What follows belongs to an exercise in optimizing a design on an open flow for small area, a short achievable clock period and few clock cycles per item; a production flow would make more cautious choices.
RTL that was checked went through simulation tests only; none was proved equivalent to the original.

Design adaptive_gain_pcm_mixer, start of the top module:
module adaptive_gain_pcm_mixer (
  input  logic        clk,
  input  logic        rst,
  input  logic        sample_valid,
  output logic        sample_ready,
  input  logic [15:0] sample_vocal,
  input  logic [15:0] sample_music,
  input  logic        sample_last,
  output logic        result_valid,
  input  logic        result_ready,
  output logic [15:0] result_mixed,
  output logic        result_clipped,
  output logic        result_last,
  input  logic        cfg_valid,
  output logic        cfg_ready,
  input  logic [3:0]  cfg_index,
  input  logic [15:0] cfg_wdata
);
  logic [GAIN_W-1:0] music_gain;
  logic [GAIN_W-1:0] vocal_gain;
  logic                s1_valid;
  logic [23:0]         s1_vocal_c;
  logic [23:0]         s1_music_c;
  logic                s1_last;
  logic                s2_valid;
  logic [SUM_W-1:0]    s2_ra;
  logic [SUM_W-1:0]    s2_rb;
  logic                s2_last;
  logic                s3_valid;
  logic                s3_sgn;
  logic [31:0]         s3_x;
  logic                s3_last;
  logic                out_valid;
  logic [15:0]         out_mag;
  logic                out_neg;
  logic                out_pos_clip;
  logic                out_neg_clip;
  logic                out_last;
  logic [15:0]         attenuation;
  logic [24:0]         att_c;        
  logic                div_busy;
  logic                div_done;
  logic [15:0]         div_att;
  logic [24:0]         div_att_c;
  logic out_free, s4_take, s3_free, s2_take, s2_free, s1_take, s1_free, accept;
  assign out_free     = ~out_valid | result_ready;
  assign s4_take      = s3_valid & out_free & ~div_busy;
  assign s3_free      = ~s3_valid | s4_take;
  assign s2_take      = s2_valid & s3_free;
  assign s2_free      = ~s2_valid | s2_take;
  assign s1_take      = s1_valid & s2_free;
  assign s1_free      = ~s1_valid | s1_take;
  assign sample_ready = s1_free;
  assign accept       = sample_valid & s1_free;
  assign cfg_ready    = 1'b1;
  logic [15:0] out_sat;
  assign out_sat        = out_pos_clip ? 16'h7fff : out_neg_clip ? 16'h8000 : out_mag;
  assign result_valid   = out_valid;
  assign result_mixed   = (out_sat ^ {16{out_neg}}) + {15'd0, out_neg};
  assign result_clipped = out_pos_clip | out_neg_clip;
  assign result_last    = out_last;
  always_ff @(posedge clk) begin
    if (rst) begin
  ...
make LEC_CHECK=0 CAP_MARGIN=20 CORE_MARGIN=2 CORE_UTILIZATION=55 SETUP_SLACK_MARGIN=4.0 SLEW_MARGIN=20 finish   # period 10.0 ns
run.sh (not shown) runs the stock make flow with config.mk's settings and CLKGATE_MAP_FILE= SYNTH_SCRIPT=/design/flow/synth_recipe.tcl, a recipe that flattens the netlist after the stock synthesis.
Testbench counts at the start, summed over its fixed seeds: cycles 3,072, items 2,048.
Then changed:
ABC_AREA = 1   (was not set)
TNS_END_PERCENT = 5   (was not set)
=> Flip-flop and latch count does not change; fmax came out higher by a few percent; sequential share of layout area shrinks by 0.16 points; setup slack improves by 0.30 ns; cell count rose by about a fifth; critical path depth grows by 3; utilization goes down by 2.4 points.

---

== run B ==
adaptive_gain_pcm_mixer, a different RTL version from the one above (not shown whole).
==> flow/design.v (excerpt) <==
module adaptive_gain_pcm_mixer (
  input  logic        clk,
  input  logic        rst,
  input  logic        sample_valid,
  output logic        sample_ready,
  input  logic [15:0] sample_vocal,
  input  logic [15:0] sample_music,
  input  logic        sample_last,
  output logic        result_valid,
  input  logic        result_ready,
  output logic [15:0] result_mixed,
  output logic        result_clipped,
  output logic        result_last,
  input  logic        cfg_valid,
  output logic        cfg_ready,
  input  logic [3:0]  cfg_index,
  input  logic [15:0] cfg_wdata
);
  logic [GAIN_W-1:0] music_gain;
  logic [GAIN_W-1:0] vocal_gain;
  logic                s1_valid;
  logic [23:0]         s1_vocal_c;
  logic [23:0]         s1_music_c;
  logic                s1_last;
  logic                s2_valid;
  logic                s2_sgn;
  logic [31:0]         s2_x;
  logic                s2_last;
  logic                out_valid;
  logic [15:0]         out_mag;
  logic                out_neg;
  logic                out_pos_clip;
  ...
clock: 10.0 ns
lec_check: 0
cap_margin: 20
core_margin: 2
core_utilization: 55
setup_slack_margin: 3.2
slew_margin: 20
Run B: full flow OK, the timing, design-rule and antenna checks passed
#### Input delta (run M over run B)
diff --git a/flow/config.mk b/flow/config.mk
--- a/flow/config.mk
+++ b/flow/config.mk
@@ -9,4 +9,4 @@
 export CORE_MARGIN = 2
 export CORE_UTILIZATION = 55
-export SETUP_SLACK_MARGIN = 3.2
+export SETUP_SLACK_MARGIN = 2.5
 export SLEW_MARGIN = 20
Findings:
Via count of the routed design sits lower in run M than in run B.
Summary of run M over run B: register cell area after layout has decreased; post-layout utilization of the core has decreased; signed area change from the synthesized netlist to the final layout has decreased; fraction of standard cell area in multi-input logic has increased.
Area of the multi-input gates in run M vs run B: down 4.9%
Function was not checked in any run of this note: the RTL went through the layout flow alone.

==> re-timing with driven ports <==
Ports are ideal in the flow. The routed layouts listed here were re-timed in OpenROAD.
Step 1, drivers: a clkbuf_16 drives clk and a buf_2 each remaining input, both assumed.
Step 2 adds t to the input delays and takes it off the output delays; t is the mean of the earliest and latest rising clock arrival at the registers after step 1. Input paths then give back, and output paths get back, about the clock's delay inside the block.
Three values: ideal ports, drivers, drivers and shift; two values: the first two.
run	t (ns)	setup slack, ns	worst data-port slew with drivers (ns)	cell pins on the clock port's net
the first run of note 1	0.637	3.762 / 3.762 / 3.762	0.06	1
the second run of note 1	0.665	4.062 / 4.062 / 4.062	0.06	1
run B	0.659	2.531 / 2.531 / 2.531	0.04	1
run M	0.627	2.272 / 2.272 / 2.272	0.06	1
After both steps setup and hold are still met in every run listed.
